Background: an optimization exercise with open tools, aiming at small area. Do not read the settings as production practice.
Function was checked by simulation only, so behaviour that the tests miss may differ from the original.
Power figures rest on the tool's default switching activity, not on a simulated workload.

==> design/flow/design.v <==
module ru_aoi222 (
  input  logic a1, a2, b1, b2, c1, c2,
  output logic y
);
  assign y = ~((a1 & a2) | (b1 & b2) | (c1 & c2));
endmodule
module ru_hold (
  input  logic q, ld, ld_n, d,
  output logic y
);
  assign y = (q & ld_n) | (d & ld);
endmodule
module ru_rdbit (
  input  logic [31:1] sel,
  input  logic [31:1] d,
  output logic        y
);
  logic [10:0] t;   
  for (genvar k = 0; k < 10; k++) begin : g_grp
    ru_aoi222 u_aoi (
      .a1(sel[3*k+1]), .a2(d[3*k+1]),
      .b1(sel[3*k+2]), .b2(d[3*k+2]),
      .c1(sel[3*k+3]), .c2(d[3*k+3]),
      .y (t[k])
    );
  end
  assign t[10] = ~(sel[31] & d[31]);
  assign y = ~(&t[3:0]) | ~(&t[7:4]) | ~(&t[10:8]);
endmodule
module register_unit #(
  parameter logic [31:0] SP_INIT = 32'h0000_03FC,
  parameter bit          BYPASS  = 1'b0
) (
  input  logic               clk,
  input  logic               rst,
  input  logic [4:0]         rs1,
  input  logic [4:0]         rs2,
  input  logic [4:0]         rd,
  input  logic               ru_wr,
  input  logic signed [31:0] ru_wrdata,
  output logic signed [31:0] ru_rs1,
  output logic signed [31:0] ru_rs2,
  input  logic [4:0]         dbg_addr,
  output logic signed [31:0] dbg_data
);
  logic [1023:32] r_regs;
  logic [1023:32] w_next;
  logic [31:1] w_load;
  logic [31:1] w_load_n;
  logic [31:0] w_data;
  logic [31:0] w_data2;
  assign w_data  = rst ? 32'h0000_0000 : ru_wrdata;
  assign w_data2 = rst ? SP_INIT       : ru_wrdata;
  always_comb begin
    for (int i = 1; i < 32; i++) begin
      w_load[i]   = rst | (ru_wr & (rd == 5'(i)));
      w_load_n[i] = ~w_load[i];
    end
  end
  genvar gi, gb;
  for (gi = 1; gi < 32; gi++) begin : g_reg
    for (gb = 0; gb < 32; gb++) begin : g_bit
      ru_hold u_hold (
        .q   (r_regs[32*gi+gb]),
        .ld  (w_load[gi]),
        .ld_n(w_load_n[gi]),
        .d   ((gi == 2) ? w_data2[gb] : w_data[gb]),
        .y   (w_next[32*gi+gb])
      );
    end
  end
  always_ff @(posedge clk) begin
    r_regs <= w_next;
  end
  logic [31:1] w_sel1, w_sel2, w_seld;
  always_comb begin
    for (int i = 1; i < 32; i++) begin
      w_sel1[i] = (rs1      == 5'(i));
      w_sel2[i] = (rs2      == 5'(i));
      w_seld[i] = (dbg_addr == 5'(i));
    end
  end
  logic [31:0][31:1] w_col;
  for (gi = 1; gi < 32; gi++) begin : g_col
    for (gb = 0; gb < 32; gb++) begin : g_bit
      assign w_col[gb][gi] = r_regs[32*gi+gb];
    end
  end
  for (gb = 0; gb < 32; gb++) begin : g_rd
    ru_rdbit u_rs1 (.sel(w_sel1), .d(w_col[gb]), .y(ru_rs1[gb]));
    ru_rdbit u_rs2 (.sel(w_sel2), .d(w_col[gb]), .y(ru_rs2[gb]));
    ru_rdbit u_dbg (.sel(w_seld), .d(w_col[gb]), .y(dbg_data[gb]));
  end
endmodule
==> design/flow/flow/run.sh <==
#!/bin/bash
# The standard layout (standard.sh), steered through ORFS's own hooks:
#  - port buffers are plain buf_1 cells instead of the resizer's pick;
#  - the resizer may only buffer with small buffers (flow/small_bufs.tcl);
# The clock tree is built by ORFS's default CTS settings.
# The full make/OpenROAD output goes to standard.log in this folder.
set -e
HERE=$(pwd)
export BUFFER_PORTS_ARGS="-buffer_cell sky130_fd_sc_hd__buf_1"
for s in GLOBAL_PLACE RESIZE DETAIL_PLACE CTS GLOBAL_ROUTE DETAIL_ROUTE REPAIR_TIMING_POST_PLACE; do
  export PRE_${s}_TCL="$HERE/flow/small_bufs.tcl"
done
bash standard.sh > standard.log 2>&1
==> design/flow/flow/small_bufs.tcl <==
set_dont_use [get_lib_cells {sky130_fd_sc_hd__buf_4 sky130_fd_sc_hd__buf_6 sky130_fd_sc_hd__buf_8 sky130_fd_sc_hd__buf_12 sky130_fd_sc_hd__buf_16 sky130_fd_sc_hd__bufinv_8 sky130_fd_sc_hd__bufinv_16 sky130_fd_sc_hd__bufbuf_8 sky130_fd_sc_hd__bufbuf_16}]
==> design/flow/standard.sh <==
#!/bin/bash
# synth_recipe.tcl (not shown) runs the flow's synth.tcl, then flattens the netlist and writes it again
# the make line also repeats each setting of config.mk as NAME=value (left out here)
make -C /OpenROAD-flow-scripts/flow DESIGN_CONFIG=/design/flow/config.mk WORK_HOME=/design/flow/orfs CLKGATE_MAP_FILE= SYNTH_SCRIPT=/design/flow/synth_recipe.tcl "${@:-finish}"
==> design/flow/config.mk <==
export PLATFORM = sky130hd
export DESIGN_NAME = register_unit
export DESIGN_NICKNAME = register_unit
export VERILOG_FILES = /design/flow/design.v
export SDC_FILE = /design/flow/constraint.sdc
export NUM_CORES = 4
export LEC_CHECK = 0
export CAP_MARGIN = 20
export CORE_MARGIN = 2
export CORE_UTILIZATION = 45
export GPL_TIMING_DRIVEN = 0
export SETUP_SLACK_MARGIN = 0.1
export SLEW_MARGIN = 20
export SYNTH_HIERARCHICAL = 1
==> design/flow/constraint.sdc <==
create_clock -name core_clock -period 7.0 [get_ports {clk}]
set_input_delay 1.4000 -clock core_clock [delete_from_list [all_inputs] [get_ports {clk}]]
set_output_delay 1.4000 -clock core_clock [all_outputs]
set_load 0.01 [all_outputs]
==> results of run 1 <==
## cell type report
type / instances / area [um2] / area share (%)
repair buffers: 478 / 2208 / 4.320
flip-flops and latches: 992 / 19860 / 38.85
diodes: 13 / 32.53 / 0.06364
plain buffers: 35 / 209.0 / 0.4088
multi-input cells: 2584 / 23700 / 46.37
clock inverters: 36 / 249.0 / 0.4871
well taps: 1254 / 1569 / 3.070
clock buffers: 160 / 3286 / 6.428
## power breakdown
| part | switching (mW) | leakage, nW | total (mW) | internal, mW |
|---|---|---|---|---|
| Sequential | 0.503 | 8.25 | 6.64 | 6.13 |
| Combinational | 1.29 | 9.94 | 1.94 | 0.658 |
| Clock | 2.52 | 1.74 | 5.76 | 3.24 |
| Total | 4.31 | 19.9 | 14.3 | 10.0 |
## metal layers
metal  global-route usage, %  share of wire (%)
met5                   3.804               0.17
met2                   65.30                 37
met4                   38.93                 10
met3                   27.02                 19
met1                   58.29                 33
## critical path, delay by kind of cell
kind,cells,cell delay [ps]
buf+inv,4,1460
simple gates,3,1390
compound gates,2,1090
## Yosys cell counts (all sizes together)
library cell  number  area, um2
and2b              1      7.510
a31oi              8      50.05
or3b               6      52.55
and4b              3      30.03
dfxtp            992      19860
a31o               8      70.07
nor4b              1      23.77
or3                6      37.54
buf               20      147.6
a21o              23      176.4
nor4bb             1      10.01
a21oi             23      115.1
a2111o            96       1081
nor2b             35      219.0
nand3              3      15.01
clkbuf            15      56.30
nand4            192       1201
nor3              30      150.1
and4               1      8.760
a222oi           960       9609
nand3b             6      45.04
nor2              65      246.5
or2                8      50.05
a22o             992       8688
nand2b            12      75.07
and4bb             2      25.02
nand2            102      382.9
## worst max-delay path by stage
stage,end,slack (ps),cells after the start
floorplan,dbg_data[0],1570,5
global placement,ru_rs2[28],-3020,7
detailed placement,ru_rs1[16],940,12
CTS,dbg_data[16],930,12
global route,ru_rs2[23],200,9
finish,ru_rs2[23],240,9
## Yosys stat by module (local to each module, per instance)
module / cells / flip-flops and latches / area, um2
ru_aoi222: 1 / 0 / 10.01
ru_hold: 1 / 0 / 8.758
register_unit: 1275 / 992 / 21490
ru_rdbit: 4 / 0 / 27.53
## cell usage in the layout, fill, tap and decap left out, types with 2 or more instances in the layout
cell	count
buf_1	149
nand4_1	192
nor3_2	30
clkbuf_16	114
nand2_1	102
a21o_4	2
clkbuf_1	31
buf_6	6
buf_2	338
or3b_1	6
nand3b_1	6
clkbuf_2	4
or3_1	6
a222oi_1	960
nor2b_4	32
dfxtp_1	992
and4b_1	3
a31o_4	6
a21oi_4	23
a2111o_1	96
a31o_2	2
a21o_2	21
clkinvlp_4	7
nand2b_1	12
nand3_1	3
a22o_1	992
clkinv_2	23
clkbuf_8	26
inv_6	3
or2_2	8
and4bb_1	2
diode_2	13
a31oi_4	8
nor2_4	63
buf_4	4
nor2b_1	3
## cell families after synthesis
family / count (synthesis)
buf+inv: 35
simple gates: 474
compound gates: 2110
flops: 992
## per-stage QoR
stage | cell area (um2) | cells | utilization, % | setup TNS, ps | worst slack (ps)
global route | 51100 | 5546 | 54.75 | 0 | 200.6
CTS | 51070 | 5538 | 54.72 | 0 | 931.3
floorplan | 42430 | 3611 | - | 0 | 1569
global placement | 44560 | 5014 | 47.75 | -275710 | -3022
detailed placement | 47540 | 5342 | 50.93 | 0 | 942.6
finish | 51120 | 5552 | 54.77 | 0 | 236.3
==> impl_metrics.toml, run 1 <==
[run_status]
status = "complete, no violations"

[final_layout]
regMostFlops = "r_regs"
area_growth_pct = 20.46
n_fill_cell = 8264
largest_reg_flops = 992
layout-drive-gt1-share_pct = 16.94
top_regs = "r_regs (992)"
final_net_count = 4251

[detailed_routing]
dr.pass1.iters = 21
viasPerCell = 9.005
antenna_left = 0
drc = 0
wl_um = 254900
vias = 49990
drt-initial-drc-count = 14960
wire_per_inst_um = 45.92

[min_path]
hp-start = "r_regs[72]"
hold_path_class = "flip-flop to flip-flop"
whs_path_depth = 1
hold_path_end = "r_regs[72]"

[sta]
fmax_mhz = 147.8
setup_viol = 0
slew_headroom_pct = 17.39
finalCritPeriodShare_pct = 96.63
worst_slew_pin_slew_ps = 1239
rsz0062_at_grt = "no"
hold_viol = 0
post-route-min-period_ps = 6764
slew_violations = 0
fin_skew_ps = 0
holdWs_ps = 536.7

[die]
coreArea_mm2 = 0.09333
rows = 112
die_height_um = 311.1
ios = 151
die_w_um = 311.1
initial_core_util_pct = 45.47
dieArea_mm2 = 0.09677

[yosys]
synthCells = 3611
synth_cell_type_count = 32
netlist_area_mm2 = 0.04243
synth_seq_area_share_pct = 46.80
ys_ff_latch = 992
synth.avg_cell_area_um2 = 11.75
synth_xor_area_share_pct = 0
synth_compound_area_share_pct = 46.64
syn_nets = 3666
ys_warn_count = 7
synthMuxAreaShare_pct = 0
yosys.area_share.simple_pct = 6.080
synthAdderAreaFrac_pct = 0
synth_top_family_by_area = "compound AO/OA/AOI/OAI gates"

[global_route]
grt_first_pass_wirelength_um = 347100
antenna_found_initial = 26
grt.total_usage_pct = 49.42
grt_max_degree = 33
overflow = 0
grt_pass1_vias = 45670

[clock_tree]
clk_latency_ps = 710
clk_pin_slew_ps = 60
cts_tree = "yes"
cts_made_buffers = 105
cts_resized = 0
hold_buffers = 0
cts_buffer_depth = 3
cts_max_level = 3
post_cts_buffers = 0
cts.sinks = 992
cts_root_buffer = "clkbuf_16"

[critical_path]
worst_path_most_repeated_cell = "buf_1"
critPathRequiredTime_ps = 5600
ff2ff_path_depth = 1
slowest_delay_ps = 940
startpoint_type = "input pin"
criticalPathCategory = "input pin to output port"
slowest_stage = "nand4_1"
crit_chain = "buf_1 > nand2b_1 > clkbuf_1 > nor2_4 > buf_2 > a222oi_1 > nand4_1 > a2111o_1 > buf_1"
rrSetupSlack_ps = 6280
rr_endpoint = "r_regs[497]"
worstPathArrival_ps = 5360
end_kind = "output port"
r2r-start = "r_regs[497]"
critPathMaxFanout = 18
cp-startpoint = "rs2[3]"

[flow_run]
maxCapViolCount = 0

[pwr]
peakVddDrop_mv = 0.2113
pwr_density_cell_mw_per_mm2 = 280.6
leakagePower_nw = 19.93
totalPowerFinal_mw = 14.34

[place]
dp_hpwl_um = 168700
io_buffer_count = 149
gp_congestion = 0.9693
==> inputs of run 2 (changes only) <==
==> design/flow/flow/run.sh (replaced) <==
#!/bin/bash
# The standard layout (standard.sh), steered through ORFS's own hooks:
#  - port buffers are plain buf_1 cells instead of the resizer's pick;
#  - the resizer may only buffer with small buffers (flow/small_bufs.tcl);
#  - the clock tree is built from clkbuf_16 with sink clusters of up to 20 and no
#    dummy loads.
# The full make/OpenROAD output goes to standard.log in this folder.
set -e
HERE=$(pwd)
export BUFFER_PORTS_ARGS="-buffer_cell sky130_fd_sc_hd__buf_1"
export CTS_ARGS="-sink_clustering_enable -repair_clock_nets -dont_use_dummy_load -buf_list sky130_fd_sc_hd__clkbuf_16 -sink_clustering_size 20 -sink_clustering_max_diameter 80"
for s in GLOBAL_PLACE RESIZE DETAIL_PLACE CTS GLOBAL_ROUTE DETAIL_ROUTE REPAIR_TIMING_POST_PLACE; do
  export PRE_${s}_TCL="$HERE/flow/small_bufs.tcl"
done
bash standard.sh > standard.log 2>&1
==> impl_metrics.toml, run 2 <==
[run_status]
status = "complete, no violations"

[critical_path]
cp-startpoint = "rs1[1]"
end_kind = "output port"
critPathMaxFanout = 15
startpoint_type = "input pin"
criticalPathCategory = "input pin to output port"
rrSetupSlack_ps = 6280
critPathRequiredTime_ps = 5600
ff2ff_path_depth = 1
rr_endpoint = "r_regs[385]"
worstPathArrival_ps = 5440
r2r-start = "r_regs[385]"

[final_layout]
final_net_count = 4203
top_regs = "r_regs (992)"
regMostFlops = "r_regs"
largest_reg_flops = 992
layout-drive-gt1-share_pct = 14.64
n_fill_cell = 8440
layout.cells.non_filler = 5412
layout_common_cells = "992 x a22o_1, 992 x dfxtp_1, 960 x a222oi_1"
final_area_mm2 = 0.04900
area_growth_pct = 15.49

[pwr]
p_clk_share_pct = 28.7
pwr_density_cell_mw_per_mm2 = 245.1
p_int_mw = 8.224
p_sw_mw = 3.787
p_seq_share_pct = 55.2
swShare_pct = 31.53
peakVddDrop_mv = 0.2235
leakagePower_nw = 18.89
p_comb_share_pct = 16.2

[place]
dp_hpwl_um = 168700
gp_congestion = 0.9693
io_buffer_count = 149
post-place-ws_ps = 942.6
placed_area_mm2 = 0.04754
dp.cells = 5342

[sta]
post-route-min-period_ps = 6836
slew_headroom_pct = 17.08
finalCritPeriodShare_pct = 97.65
fmax_mhz = 146.3
fin_skew_ps = 0
worst_slew_pin_slew_ps = 1240
finalWorstSetupSlack_ps = 164.3
holdWs_ps = 542.5
rsz0062_at_grt = "no"
slew_violations = 0
setup_viol = 0
hold_viol = 0
tns_ps = 0

[yosys]
synth_seq_area_share_pct = 46.80
syn_nets = 3666
synth.avg_cell_area_um2 = 11.75
ys_warn_count = 7
ys_ff_latch = 992
synthFlopType = "dfxtp_1"
synth_top_cell_by_area = "dfxtp_1"
synth-edff-count = 0
synth_cell_type_count = 32
synthCells = 3611
netlist_area_mm2 = 0.04243
async_flop_share_pct = 0
synth_top_area_share_pct = 46.80
synth_area_leaders = "dfxtp_1 47%, a222oi_1 23%, a22o_1 20%"
synth_common_cells = "992 x a22o_1, 992 x dfxtp_1, 960 x a222oi_1"

[clock_tree]
cts_made_buffers = 57
clk_pin_slew_ps = 80
cts_tree = "yes"
post_cts_buffers = 0
hold_buffers = 0
clk_latency_ps = 700
cts_max_level = 2
cts_buffer_depth = 3
cts_root_buffer = "clkbuf_16"
cts.sinks = 992
cts_resized = 0

[detailed_routing]
viasPerCell = 9.131
vias = 49420
dr.pass1.iters = 23
wire_per_inst_um = 46.74
antenna_left = 0
drt-initial-drc-count = 14950
drc = 0
wl_um = 252900

[min_path]
hp-start = "r_regs[268]"
hold_path_end = "r_regs[268]"
whs_path_depth = 1
hold_path_class = "flip-flop to flip-flop"

[die]
coreArea_mm2 = 0.09333
rows = 112
ios = 151
initial_core_util_pct = 45.47
die_w_um = 311.1
dieArea_mm2 = 0.09677
die_height_um = 311.1

[global_route]
grt_max_degree = 33
antenna_found_initial = 25
grt.total_usage_pct = 49.02
grt_pass1_vias = 45310
overflow = 0
grt_first_pass_wirelength_um = 344400

[flow_run]
maxCapViolCount = 0
run 2: power by group through the flow:
| stage | clock network, mW | registers [mW] | logic [mW] |
|---|---|---|---|
| floorplan | 0 | 6.60 | 0.980 |
| global placement | 0 | 6.69 | 1.68 |
| detailed placement | 0 | 6.72 | 1.78 |
| CTS | 3.40 | 6.59 | 1.78 |
| global route | 3.59 | 6.68 | 1.92 |
| finish | 3.44 | 6.63 | 1.94 |
run 2: how the worst max path moves through the flow:
stage	endpoint	slack, ps	cells after the start
6_report	ru_rs1[30]	160	9
4_1_cts	ru_rs1[16]	930	12
5_1_grt	ru_rs1[30]	330	9
3_5_place_dp	ru_rs1[16]	940	12
2_1_floorplan	dbg_data[0]	1570	5
3_3_place_gp	ru_rs2[28]	-3020	7
run 2: cells by family after synthesis:
| family | Yosys count | synth area share [%] |
|---|---|---|
| and+or+nand+nor | 474 | 6.080 |
| AOI/OAI and AO/OA | 2110 | 46.64 |
| DFF | 992 | 46.80 |
| buffers and inverters | 35 | 0.4806 |
run 2: worst max-delay path: stages:
cell	delay, ps
buf_1	430
or3b_1	420
nor2_4	160
buf_2	350
buf_2	360
a222oi_1	440
nand4_1	1020
a2111o_1	700
buf_1	140
run 2: through the flow:
| stage | total power [mW] | util, % |
|---|---|---|
| after floorplan | 7.584 | - |
| after global placement | 8.368 | 47.75 |
| after detailed placement | 8.493 | 50.93 |
| after CTS | 11.77 | 52.46 |
| after global routing | 12.20 | 52.49 |
| final | 12.01 | 52.51 |
run 2: per-layer routing:
| metal | vias to the layer above | GRT usage (%) | wire [um] |
|---|---|---|---|
| li1 | 18660 | - | - |
| met4 | 45 | 38.60 | 26560 |
| met1 | 23550 | 57.51 | 83960 |
| met3 | 1612 | 27.25 | 47950 |
| met5 | - | 4.545 | 753 |
| met2 | 5554 | 64.71 | 93720 |
run 2: layout make-up:
type	count	area (um2)	area share, %
well taps	1254	1569	3.202
plain buffers	35	209.0	0.4264
repair buffers	478	2208	4.506
clock buffers	57	1426	2.911
flip-flops and latches	992	19860	40.52
multi-input cells	2584	23700	48.37
diodes	12	30.03	0.06128
run 2: modules after synthesis (local to each module, per instance):
module / area, um2 / flip-flops and latches / cells / times used
ru_aoi222: 10.01 / 0 / 1 / 960
ru_hold: 8.758 / 0 / 1 / 992
register_unit: 21490 / 992 / 1275 / 1
ru_rdbit: 27.53 / 0 / 4 / 96

## re-timing with driven ports
No port has a modelled driver above. Below, the same layouts with a new extraction and two added sets of constraints.
Step 1, drivers: a clkbuf_16 drives clk and a buf_2 each remaining input, both assumed.
Step 2 adds t to the input delays and takes it off the output delays; t is the mean of the earliest and latest rising clock arrival at the registers after step 1. Input paths then give back, and output paths get back, about the clock's delay inside the block.
Slacks: no drivers / after step 1 / after step 2; pairs: no drivers / after step 1.
run	shift t [ns]	setup WS [ns]	worst hold slack (ns)	worst setup path at the end	latest minus earliest clock arrival (ns)
run 1	0.796	0.236 / 0.208 / 0.208	0.537 / 0.537 / 0.537	input to output	0.038 / 0.038
run 2	0.766	0.164 / 0.136 / 0.136	0.543 / 0.543 / 0.543	input to output	0.032 / 0.032
After both steps every run listed still meets setup and hold.
